This is an optimization exercise on Yosys and OpenROAD, whose aim is small area, not a production implementation.
Function was checked by simulation only, so behaviour that the tests miss may differ from the original.
Power is estimated from default activity; no workload was simulated.

== the baseline ==
==> flow/design.v (excerpt) <==
module csr_file_top (
  input  logic                            clk,
  input  logic                            nreset,
  input  logic [2:0]                      csr_cmd,
  input  logic [csr_pkg::csr_addr_w-1:0]  csr_addr,
  input  logic [csr_pkg::xlen-1:0]        csr_wdata,
  input  logic                            trap_exception,
  input  logic                            trap_is_int,
  input  logic [csr_pkg::cause_w-1:0]     trap_code,
  input  logic [csr_pkg::xlen-1:0]        trap_pc,
  input  logic [csr_pkg::xlen-1:0]        trap_mem_addr,
  input  logic [csr_pkg::xlen-1:0]        trap_inst,
  input  logic                            mret,
  input  logic                            retire,
  input  logic                            timer_tick,
  input  logic [csr_pkg::n_ext_irq-1:0]   ext_irq,
  output logic [csr_pkg::xlen-1:0]        rdata,
  output logic                            illegal_access,
  output logic [1:0]                      prv,
  output logic [csr_pkg::xlen-1:0]        handler_pc,
  output logic [csr_pkg::xlen-1:0]        mepc,
  output logic                            interrupt_pending,
  output logic                            interrupt_taken,
  output logic [csr_pkg::cause_w:0]       interrupt_code
);
  csr_pkg::csr_req_t         csr_req;
  csr_pkg::trap_req_t        trap;
  csr_pkg::priv_e            prv_e;
  csr_pkg::mcause_e          interrupt_code_e;
  assign csr_req.cmd   = csr_pkg::csr_cmd_e'(csr_cmd);
  assign csr_req.addr  = csr_addr;
  assign csr_req.wdata = csr_wdata;
  assign trap.exception = trap_exception;
  assign trap.is_int    = trap_is_int;
  assign trap.code      = trap_code;
  assign trap.pc        = trap_pc;
  assign trap.mem_addr  = trap_mem_addr;
  assign trap.inst      = trap_inst;
  assign prv            = prv_e;
  assign interrupt_code = interrupt_code_e;
  logic                      defined;
  csr_pkg::csr_wr_t          csr_wr;       
  csr_pkg::csr_data_t        mstatus;
  logic                      mie_bit;
  csr_pkg::csr_data_t        mtvec;
  csr_pkg::csr_data_t        mscratch;
  csr_pkg::csr_data_t        mcause;
  csr_pkg::csr_data_t        mtval;
  csr_pkg::csr_data_t        mip;
  logic [csr_pkg::cnt_w-1:0] cycle;
  logic [csr_pkg::cnt_w-1:0] instret;
  ...
clock: 7.0 ns
lec_check: 0
cap_margin: 20
core_margin: 2
core_utilization: 65
cts_buf_list: sky130_fd_sc_hd__clkbuf_16
cts_cluster_diameter: 80
cts_cluster_size: 25
slew_margin: 20
buffer_ports_args: -buffer_cell sky130_fd_sc_hd__buf_1
standard.sh (not shown) runs the stock make flow with config.mk's settings and CLKGATE_MAP_FILE= SYNTH_SCRIPT=/design/flow/synth_recipe.tcl, a recipe that flattens the netlist after the stock synthesis.
==> flow/flow/run.sh <==
#!/bin/bash
# The standard layout (standard.sh) with two changes:
#  - synthesis maps the logic with an area-oriented ABC script (flow/synth_area.tcl);
#    the flip-flops and their names are the standard synthesis's;
#  - the port buffers that global placement adds to every input and output are the
#    smallest buffer cell instead of the clkdlybuf4s50_1 that buffer_ports picks.
# Each tool's full output is in orfs/logs/; make's own output is in flow_make.log.
set -euo pipefail
here=$(pwd)
echo 'export BUFFER_PORTS_ARGS = -buffer_cell sky130_fd_sc_hd__buf_1' >> config.mk
sed "s#SYNTH_SCRIPT=[^ ]*#SYNTH_SCRIPT=$here/flow/synth_area.tcl#" standard.sh > area_standard.sh
grep -q "SYNTH_SCRIPT=$here/flow/synth_area.tcl" area_standard.sh
bash area_standard.sh > flow_make.log 2>&1
==> flow/flow/abc_area.script <==
&get -n
&st
&dc2
&st
&dch
&nf -E 100 -C 32 -F 8
&put
==> flow/flow/synth_area.tcl <==
# The standard synthesis script (synth_recipe.tcl), with one change: ABC maps the
# logic with flow/abc_area.script, an area-oriented mapping, instead of ORFS's speed
# script, and the adders are left to ABC rather than mapped to half/full adder cells
# first (ADDER_MAP_FILE unset). Everything else, flip-flop mapping included, is the
# standard synthesis.
set area_script [file join [file dirname [file normalize [info script]]] abc_area.script]
proc synth {args} { yosys synth -nofsm -noshare {*}$args }
proc abc {args} {
  set i [lsearch -exact $args -script]
  if {$i >= 0} {
    set args [lreplace $args [expr {$i+1}] [expr {$i+1}] $::area_script]
  }
  yosys abc {*}$args
}
if {[info exists ::env(ADDER_MAP_FILE)]} { unset ::env(ADDER_MAP_FILE) }
source $::env(SCRIPTS_DIR)/synth.tcl
# left out here: clear keep_hierarchy, flatten, clean up, hide names made inside functions, write 1_2_yosys.v
> inputs changed (the baseline -> the candidate)
==> flow/flow/abc_area.script <==
&get -n
&st
&dc2
&st
&dch
&nf -R 1000 -E 100 -C 32 -F 8
&put
### Flow results
- The candidate — total wire length 1.2% lower, the baseline as reference
- [the candidate vs the baseline] share of power burned in the clock network: lower in the candidate
- The candidate vs the baseline, area of the die went down by 290 um^2.
- Of the baseline and the candidate, the lower routed wirelength normalized by instance count belongs to the candidate.
- [compare] base=the baseline new=the candidate: final critical delay including setup and external delays now sits higher, met1 capacity usage during global routing down 1.1 points.
- On post-synthesis area per instance: the candidate sits below the baseline.
- Higher overall power after layout goes to the baseline over the candidate.
- The length in cells of the worst reg-to-reg path number comes out higher for the candidate vs the baseline.

-- what the ideal ports hide --
No port has a modelled driver above. Below, the same layouts with a new extraction and two added sets of constraints. Step 1, drivers: a clkbuf_16 drives clk and a buf_2 each remaining input, both assumed. Step 2 moves the port delays by t, midway between the first and last clock arrival at a register: inputs arrive t later, outputs are due t later. That takes back most of the time a late clock gives input paths. a / b / c = no drivers / after step 1 / after step 2; a / b = the first two.
| run | t (ns) | setup slack, ns | hold slack, ns | worst data-port slew with drivers (ns) | pins driven straight from the clock port |
|---|---|---|---|---|---|
| the baseline | 0.565 | 0.824 / 0.838 / 0.274 | 0.464 / 0.464 / 0.464 | 0.07 | 1 |
| the candidate | 0.551 | 0.516 / 0.540 / -0.011 | 0.466 / 0.466 / 0.466 | 0.07 | 1 |
With both steps, setup timing fails in the candidate, where it was met with ideal ports. For the baseline, which loses most, drivers alone change the setup slack by +0.014 ns; drivers and shift together by -0.550 ns.
